This is an optimization exercise on Yosys and OpenROAD, whose aim is small area, not a production implementation.
Only simulation tests tie the RTL to the original design; equivalence was not proved.
Power figures rest on the tool's default switching activity, not on a simulated workload.

==> design.v <==
`default_nettype none
package isaPkg;
    typedef enum logic [5:0] {
        opRtype = 6'b000000,
        opJal   = 6'b000011,
        opBeq   = 6'b000100,
        opOri   = 6'b001101,
        opLui   = 6'b001111,
        opLw    = 6'b100011,
        opSw    = 6'b101011
    } opcodeE;
    typedef enum logic [5:0] {
        functJr  = 6'b001000,
        functAdd = 6'b100000,
        functSub = 6'b100010
    } functE;
    localparam logic [4:0] regRa = 5'd31;  
    typedef struct packed {
        opcodeE     opcode;
        logic [4:0] rs;
        logic [4:0] rt;
        logic [4:0] rd;
        logic [4:0] shamt;
        functE      funct;
    } rTypeT;
    typedef struct packed {
        opcodeE      opcode;
        logic [4:0]  rs;
        logic [4:0]  rt;
        logic [15:0] imm16;
    } iTypeT;
    typedef struct packed {
        opcodeE      opcode;
        logic [25:0] index26;
    } jTypeT;
    typedef union packed {
        rTypeT rType;
        iTypeT iType;
        jTypeT jType;
    } instrU;
endpackage
`default_nettype wire
`default_nettype none
package ctrlPkg;
    typedef enum logic [3:0] {
        aluAdd = 4'd0,
        aluSub = 4'd1,
        aluOr  = 4'd2
    } aluOpE;
    typedef enum logic {
        srcRt  = 1'b0,
        srcImm = 1'b1
    } aluSrcE;
    typedef enum logic [1:0] {
        regSrcAlu  = 2'd0,
        regSrcMem  = 2'd1,
        regSrcLink = 2'd2
    } regSrcE;
    typedef enum logic [1:0] {
        regDstRd = 2'd0,
        regDstRt = 2'd1,
        regDstRa = 2'd2
    } regDstE;
    typedef enum logic [1:0] {
        extZero  = 2'd0,
        extSign  = 2'd1,
        extUpper = 2'd2
    } extOpE;
    typedef enum logic {
        brNone = 1'b0,
        brZero = 1'b1
    } branchE;
    typedef enum logic [1:0] {
        jumpNone  = 2'd0,
        jumpIndex = 2'd1,
        jumpReg   = 2'd2
    } jumpE;
    typedef struct packed {
        aluOpE  aluOp;
        aluSrcE aluSrc;
        regSrcE regSrc;
        regDstE regDst;
        extOpE  extOp;
        branchE branch;
        jumpE   jump;
        logic   regWrite;
        logic   memWrite;
    } ctrlT;
    localparam ctrlT ctrlNop = {
        aluAdd,     
        srcRt,      
        regSrcAlu,  
        regDstRd,   
        extZero,    
        brNone,     
        jumpNone,   
        1'b0,       
        1'b0        
    };
endpackage
`default_nettype wire
`timescale 1ns/1ps
`default_nettype none
module instrDecoder (
    input  isaPkg::instrU  instr,
    output ctrlPkg::ctrlT  ctrl,
    output logic [31:0]    extImm
);
    logic [15:0] imm;
    assign imm = instr.iType.imm16;
    always_comb begin
        ctrl = ctrlPkg::ctrlNop;
        case (instr.rType.opcode)
            isaPkg::opRtype: begin
                case (instr.rType.funct)
                    isaPkg::functAdd: begin
                        ctrl.aluOp    = ctrlPkg::aluAdd;
                        ctrl.regDst   = ctrlPkg::regDstRd;
                        ctrl.regWrite = 1'b1;
                    end
                    isaPkg::functSub: begin
                        ctrl.aluOp    = ctrlPkg::aluSub;
                        ctrl.regDst   = ctrlPkg::regDstRd;
                        ctrl.regWrite = 1'b1;
                    end
                    isaPkg::functJr: begin
                        ctrl.jump = ctrlPkg::jumpReg;
                    end
                    default: begin
                        ctrl = ctrlPkg::ctrlNop;  
                    end
                endcase
            end
            isaPkg::opOri: begin
                ctrl.aluOp    = ctrlPkg::aluOr;
                ctrl.aluSrc   = ctrlPkg::srcImm;
                ctrl.regDst   = ctrlPkg::regDstRt;
                ctrl.extOp    = ctrlPkg::extZero;
                ctrl.regWrite = 1'b1;
            end
            isaPkg::opLw: begin
                ctrl.aluSrc   = ctrlPkg::srcImm;
                ctrl.regSrc   = ctrlPkg::regSrcMem;
                ctrl.regDst   = ctrlPkg::regDstRt;
                ctrl.extOp    = ctrlPkg::extSign;
                ctrl.regWrite = 1'b1;
            end
            isaPkg::opSw: begin
                ctrl.aluSrc   = ctrlPkg::srcImm;
                ctrl.extOp    = ctrlPkg::extSign;
                ctrl.memWrite = 1'b1;
            end
            isaPkg::opBeq: begin
                ctrl.aluOp  = ctrlPkg::aluSub;  
                ctrl.extOp  = ctrlPkg::extSign;
                ctrl.branch = ctrlPkg::brZero;
            end
            isaPkg::opLui: begin
                ctrl.aluOp    = ctrlPkg::aluOr;
                ctrl.aluSrc   = ctrlPkg::srcImm;
                ctrl.regDst   = ctrlPkg::regDstRt;
                ctrl.extOp    = ctrlPkg::extUpper;
                ctrl.regWrite = 1'b1;
            end
            isaPkg::opJal: begin
                ctrl.regSrc   = ctrlPkg::regSrcLink;
                ctrl.regDst   = ctrlPkg::regDstRa;
                ctrl.jump     = ctrlPkg::jumpIndex;
                ctrl.regWrite = 1'b1;
            end
            default: begin
                ctrl = ctrlPkg::ctrlNop;
            end
        endcase
    end
    always_comb begin
        case (ctrl.extOp)
            ctrlPkg::extSign:  extImm = {{16{imm[15]}}, imm};
            ctrlPkg::extUpper: extImm = {imm, 16'h0000};
            default:           extImm = {16'h0000, imm};
        endcase
    end
endmodule
`default_nettype wire
`timescale 1ns/1ps
`default_nettype none
module aluUnit (
    input  ctrlPkg::ctrlT ctrl,
    input  logic [31:0]   rsData,
    input  logic [31:0]   rtData,
    input  logic [31:0]   extImm,
    output logic [31:0]   aluResult,
    output logic          takeBranch
);
    logic [31:0] opA;
    logic [31:0] opB;
    logic        isZero;
    assign opA = rsData;
    assign opB = (ctrl.aluSrc == ctrlPkg::srcImm) ? extImm : rtData;
    always_comb begin
        case (ctrl.aluOp)
            ctrlPkg::aluAdd: aluResult = opA + opB;
            ctrlPkg::aluSub: aluResult = opA - opB;
            ctrlPkg::aluOr:  aluResult = opA | opB;
            default:         aluResult = opA + opB;
        endcase
    end
    assign isZero = (aluResult == 32'd0);
    assign takeBranch = (ctrl.branch == ctrlPkg::brZero) && isZero;
endmodule
`default_nettype wire
`timescale 1ns/1ps
`default_nettype none
module regFile (
    input  logic        clk,
    input  logic        arstN,
    input  logic [4:0]  rsAddr,
    input  logic [4:0]  rtAddr,
    output logic [31:0] rsData,
    output logic [31:0] rtData,
    input  logic        we,
    input  logic [4:0]  waddr,
    input  logic [31:0] wdata
);
    logic [31:0] regs [32];
    always_ff @(posedge clk or negedge arstN) begin
        if (!arstN) begin
            for (int i = 0; i < 32; i++) begin
                regs[i] <= 32'd0;
            end
        end else if (we && (waddr != 5'd0)) begin
            regs[waddr] <= wdata;
        end
    end
    assign rsData = (rsAddr == 5'd0) ? 32'd0 : regs[rsAddr];
    assign rtData = (rtAddr == 5'd0) ? 32'd0 : regs[rtAddr];
endmodule
`default_nettype wire
`timescale 1ns/1ps
`default_nettype none
module pcUnit #(
    parameter logic [31:0] RESET_PC = 32'h0000_3000
) (
    input  logic          clk,
    input  logic          arstN,
    input  ctrlPkg::ctrlT ctrl,
    input  isaPkg::instrU instr,
    input  logic          takeBranch,
    input  logic [31:0]   rsData,
    output logic [31:0]   pc,
    output logic [31:0]   linkAddr
);
    logic [31:0] pcPlus4;
    logic [31:0] branchTarget;
    logic [31:0] jumpTarget;
    logic [31:0] nextPc;
    logic [15:0] offset;
    assign offset       = instr.iType.imm16;
    assign pcPlus4      = pc + 32'd4;
    assign branchTarget = pcPlus4 + {{14{offset[15]}}, offset, 2'b00};
    assign jumpTarget   = {pcPlus4[31:28], instr.jType.index26, 2'b00};
    assign linkAddr     = pcPlus4;
    always_comb begin
        if (ctrl.jump == ctrlPkg::jumpReg) begin
            nextPc = rsData;
        end else if (ctrl.jump == ctrlPkg::jumpIndex) begin
            nextPc = jumpTarget;
        end else if (takeBranch) begin
            nextPc = branchTarget;
        end else begin
            nextPc = pcPlus4;
        end
    end
    always_ff @(posedge clk or negedge arstN) begin
        if (!arstN) begin
            pc <= RESET_PC;
        end else begin
            pc <= nextPc;
        end
    end
endmodule
`default_nettype wire
`timescale 1ns/1ps
`default_nettype none
module resultSelect (
    input  ctrlPkg::ctrlT ctrl,
    input  isaPkg::instrU instr,
    input  logic [31:0]   aluResult,
    input  logic [31:0]   memRdata,
    input  logic [31:0]   linkAddr,
    output logic [31:0]   wdata,
    output logic [4:0]    waddr,
    output logic          we
);
    always_comb begin
        case (ctrl.regSrc)
            ctrlPkg::regSrcMem:  wdata = memRdata;
            ctrlPkg::regSrcLink: wdata = linkAddr;  
            default:             wdata = aluResult;
        endcase
    end
    always_comb begin
        case (ctrl.regDst)
            ctrlPkg::regDstRt: waddr = instr.rType.rt;
            ctrlPkg::regDstRa: waddr = isaPkg::regRa;
            default:           waddr = instr.rType.rd;
        endcase
    end
    assign we = ctrl.regWrite && (waddr != 5'd0);
endmodule
`default_nettype wire
`timescale 1ns/1ps
`default_nettype none
module mipsCore #(
    parameter logic [31:0] RESET_PC = 32'h0000_3000
) (
    input  logic          clk,
    input  logic          arstN,
    output logic [31:0]   pc,
    input  logic [31:0]   instr,
    output logic [31:0]   memAddr,
    output logic [31:0]   memWdata,
    output logic          memWe,
    input  logic [31:0]   memRdata,
    output logic          regWe,
    output logic [4:0]    regWaddr,
    output logic [31:0]   regWdata
);
    isaPkg::instrU instrW;
    ctrlPkg::ctrlT ctrl;
    logic [31:0]   extImm;
    logic [31:0]   rsData;
    logic [31:0]   rtData;
    logic [31:0]   aluResult;
    logic          takeBranch;
    logic [31:0]   linkAddr;
    logic          wbWe;
    assign instrW = instr;
    assign regWe    = wbWe && arstN;
    assign memWe    = ctrl.memWrite && arstN;
    assign memAddr  = aluResult;
    assign memWdata = rtData;
    instrDecoder uDecoder (
        .instr  (instrW),
        .ctrl   (ctrl),
        .extImm (extImm)
    );
    regFile uRegFile (
        .clk    (clk),
        .arstN  (arstN),
        .rsAddr (instrW.rType.rs),
        .rtAddr (instrW.rType.rt),
        .rsData (rsData),
        .rtData (rtData),
        .we     (regWe),
        .waddr  (regWaddr),
        .wdata  (regWdata)
    );
    aluUnit uAlu (
        .ctrl       (ctrl),
        .rsData     (rsData),
        .rtData     (rtData),
        .extImm     (extImm),
        .aluResult  (aluResult),
        .takeBranch (takeBranch)
    );
    resultSelect uResult (
        .ctrl      (ctrl),
        .instr     (instrW),
        .aluResult (aluResult),
        .memRdata  (memRdata),
        .linkAddr  (linkAddr),
        .wdata     (regWdata),
        .waddr     (regWaddr),
        .we        (wbWe)
    );
    pcUnit #(
        .RESET_PC (RESET_PC)
    ) uPc (
        .clk        (clk),
        .arstN      (arstN),
        .ctrl       (ctrl),
        .instr      (instrW),
        .takeBranch (takeBranch),
        .rsData     (rsData),
        .pc         (pc),
        .linkAddr   (linkAddr)
    );
endmodule
`default_nettype wire
==> run.sh <==
#!/bin/bash
# synth_recipe.tcl (not shown) runs the flow's synth.tcl, then flattens the netlist and writes it again
# the make line also repeats each setting of config.mk as NAME=value (left out here)
make -C /OpenROAD-flow-scripts/flow DESIGN_CONFIG=/design/flow/config.mk WORK_HOME=/design/flow/orfs CLKGATE_MAP_FILE= SYNTH_SCRIPT=/design/flow/synth_recipe.tcl finish
==> config.mk <==
export PLATFORM = sky130hd
export DESIGN_NAME = mipsCore
export DESIGN_NICKNAME = mipsCore
export VERILOG_FILES = /design/flow/design.v
export SDC_FILE = /design/flow/constraint.sdc
export NUM_CORES = 4
export LEC_CHECK = 0
export CAP_MARGIN = 20
export CORE_MARGIN = 2
export CORE_UTILIZATION = 40
export SETUP_SLACK_MARGIN = 0.2
export SLEW_MARGIN = 20
==> constraint.sdc <==
create_clock -name core_clock -period 14.0 [get_ports {clk}]
set_input_delay 2.8000 -clock core_clock [delete_from_list [all_inputs] [get_ports {clk}]]
set_output_delay 2.8000 -clock core_clock [all_outputs]
set_load 0.01 [all_outputs]
==> run notes <==
==> worst min-delay path, cell delays in order (launching register included) <==
cell     delay [ns]
dfrtp_1        0.35
nand2_1        0.05
o21ai_0        0.06
==> per-layer routing <==
layer	up-vias	GRT usage	wire (um)
met5	-	0	378
met4	36	0.386	37500
met3	2012	0.250	60400
met2	6215	0.704	156000
met1	32200	0.643	147000
li1	25700	-	-
==> final cells by class <==
class                           count  area, um2  area share
Tap cell                         1917       2400      0.0346
Multi-Input combinational cell   5164      30800       0.444
Antenna cell                       64        160     0.00231
Clock buffer                      166       3390      0.0489
Clock inverter                     49        641     0.00923
Timing Repair Buffer              703       6070      0.0875
Inverter                           83        312     0.00449
Sequential cell                  1024      25600       0.369
==> report_power, final <==
group	leakage, nW	internal (mW)	switching, mW
Combinational	15.4	0.652	1.38
Clock	1.96	1.86	1.44
Sequential	14.2	3.09	0.164
==> cell usage after synthesis, drive strengths merged (17+ instances only) <==
master   instances  area share
nand4          147       0.016
nor4            44      0.0050
clkbuf         534       0.034
and3           534       0.057
and4            31      0.0046
a21oi          227       0.020
nand3b          20      0.0028
mux2            47      0.0091
nor2b           17      0.0018
a21o            30      0.0038
nand2b          35      0.0037
nor2           219       0.014
nand3          273       0.023
a22o            51      0.0076
nand2         1201       0.077
nor3            83      0.0076
xnor2           53      0.0079
a22oi          370       0.047
ha              72       0.015
and2            34      0.0036
or3             18      0.0020
o21ai         1037       0.089
a31oi           51      0.0058
dfrtp         1022        0.44
nor3b           17      0.0022
a221oi          45      0.0067
mux2i           31      0.0053
a2111oi        156       0.024
buf            113       0.011
a211oi          40      0.0057
inv             82      0.0053
xor2            51      0.0076
==> sequential cells by signal, summed over array words and instances, names as in the netlist <==
signal and count:
uRegFile.regs 992, uPc.pc 32
==> per-stage QoR <==
| stage | setup WS (ns) | power, mW | hold WS (ns) |
|---|---|---|---|
| 6_report | 0.209 | 8.58 | 0.489 |
| 5_1_grt | 0.205 | 8.76 | 0.525 |
| 4_1_cts | 0.319 | 8.47 | 0.493 |
| 3_5_place_dp | 0.357 | 5.22 | 0.480 |
| 3_3_place_gp | 0.424 | 5.23 | 0.463 |
| 2_1_floorplan | 1.99 | 4.12 | 0.450 |
==> what timing repair did <==
item | in CTS | in global routing
gates resized for setup | 0 | 7
setup buffers | 0 | 0
endpoints found under the setup margin | 0 | 3
==> logic make-up (layout without fill, tap and decap cells) <==
kind of cell               count (synthesis)  count (layout)  share of synthesized area
and+or+nand+nor                         2737            2738                      0.230
AOI/OAI and AO/OA                       2168            2168                      0.234
DFF                                     1024            1024                      0.438
buffers and inverters                    730            1001                     0.0508
xor gates and xnor gates                 105             105                     0.0160
muxes                                     79              79                     0.0148
adders and majority gates                 74              74                     0.0161
other                                      0              64                          0
==> path summary, 6_finish.rpt <==
kind	slack (ns)	to	depth (start not counted)	start
worst min register to register	0.49	uRegFile.regs[16][7]	2	uRegFile.regs[16][7]
worst max-delay path	0.21	regWdata[31]	31	instr[16]
worst min-delay path	0.49	uRegFile.regs[16][7]	2	uRegFile.regs[16][7]
worst max register to register	5.97	uPc.pc[14]	31	uRegFile.regs[27][2]
max in group asynchronous	8.91	uPc.pc[7]	5	arstN
min in group asynchronous	2.21	uPc.pc[21]	2	arstN
==> summary.txt <==
Clock network
  – H-tree Lvls: 3
  – CTS tree: yes
  – CTS Buffer Depth: 3
  – Skew-Pair Late Insertion Delay: 0.81 ns
  – CTS sink count: 1024
  – TritonCTS Buffers: between 100 and 150
  – Worst-path clk slew: 0.06 ns
  – Hold_buf cts: 0
  – Root Buffer: clkbuf_16

Layout
  – Most common library cell in the layout ignoring fill and taps: nand2_1
  – Filler instances: 14200
  – Commonest cells after routing, fill and taps aside: nand2_1, o21ai_0, dfrtp_1, and3_1, buf_4
  – Area Overhead vs Synth: 18.6%
  – Fin cells: about 9200
  – Final core occ: 0.477
  – Final Instance Area: 0.0694 mm2
  – Fin nets: approximately 7200
  – Share of layout cells above drive strength 1: 0.134

Critical path
  – CP bufs+invs: 7
  – Critical Path AT: 10.99 ns
  – CP peak stage delay: 0.88 ns
  – CP delay by family, top: compound AO/OA/AOI/OAI gates
  – Slowest stage cell, crit path: nor2_4
  – Crit end category: output port
  – Crit path kind: primary input to output port
  – CP required: 11.20 ns
  – Top cell by count, worst path: buf_4
  – Worst-path maximum fanout: 22
  – CP Launch Type: primary input

Floorplanning
  – Starting density of the core: 0.402
  – # IOs: between 200 and 250
  – FP Rows: 140
  – Die Height: 386 um
  – DIE AREA: 0.149 mm2
  – Die X: around 390 um
  – Core area: 0.145 mm2

Synth
  – Syn_area_per_cell: 8.46 um2
  – Top_reg_cell synth: dfrtp_1
  – Synth warn: 6
  – Post-synthesis sequential area ratio: 0.438
  – Post-Syn Nets: 7057
  – Post-synth EDFFs: 0
  – Gate Count Post-Synth: 6917
  – Synth cell types: 105
  – Synth Cell Area: 0.0585 mm2
  – Register bit total from synthesis: 1024
  – Post-synth ARST share: 1.00

Detailed routing
  – WL final: 402000 um
  – DRC: 0
  – Via count: around 66000
  – Antenna-violating nets left: 0
  – DR vias/cell: 7.22
  – Drt pass-1 iters: 11
  – Wire per inst: roughly 44 um
  – Iteration-0 DRC Markers: between 10000 and 15000

STA
  – Max-slew violation count: 0
  – Post-route minimum period: ~14 ns
  – RSZ-0062 raised after global routing: false
  – Final worst path period share: 0.985
  – Worst-margin pin slew: roughly 1.4 ns
  – Fmax: 72.5 MHz
  – Clk_skew: 0.0665 ns
  – Setup violators final: 0
  – Max_slew headroom: 0.0854
  – Fin Setup TNS: 0 ns
  – Fin. Hold Viols: 0

Pwr
  – Power Density: 124 mW/mm2
  – Leak: 31.6 nW
  – Worst VDD drop: 0.115 mV

Global routing
  – Number of global-route vias before repair: 60500
  – First-pass GRT wire length: between 500000 and 600000 um
  – Remaining global-route overflow: 0
  – Gr usage total: 0.523
  – Antenna violations before repair: 59
  – Largest net degree at the start of global routing: 162

Outcome
  – Outcome: timing/DRC/antenna clean

Placement
  – Placed Area: approximately 0.065 mm2
  – Final Wtd Congestion: 1.06
  – IO buf count: 200
  – Dpl hpwl: 276000 um
  – Placed Instances: 8889

Flow run
  – Max-cap violations: 0

Min path
  – Worst min path class: flop to flop

[separate check: timing with driven ports]
How much do the figures lean on ideal ports? The routed layout below was timed once more, with nothing changed but the port constraints. Step 1 assumes that a clkbuf_16 drives the clock port and a buf_2 every other input. Step 2 times the ports against the registers' clock, not the clock port: input delays grow and output delays shrink by t, the midpoint of the rising clock arrivals with the driver on. Three values: ideal, step 1, step 2; two values: the first two.
t, ns: 0.861
slack for setup (ns): 0.209 / 0.168 / 0.168
worst setup path after step 2: input to output
worst register clock-pin slew, ns: 0.08 / 0.08
After both steps this run still meets setup and hold. The setup slack of this run moves by -0.041 ns with the drivers and by -0.041 ns with both steps.
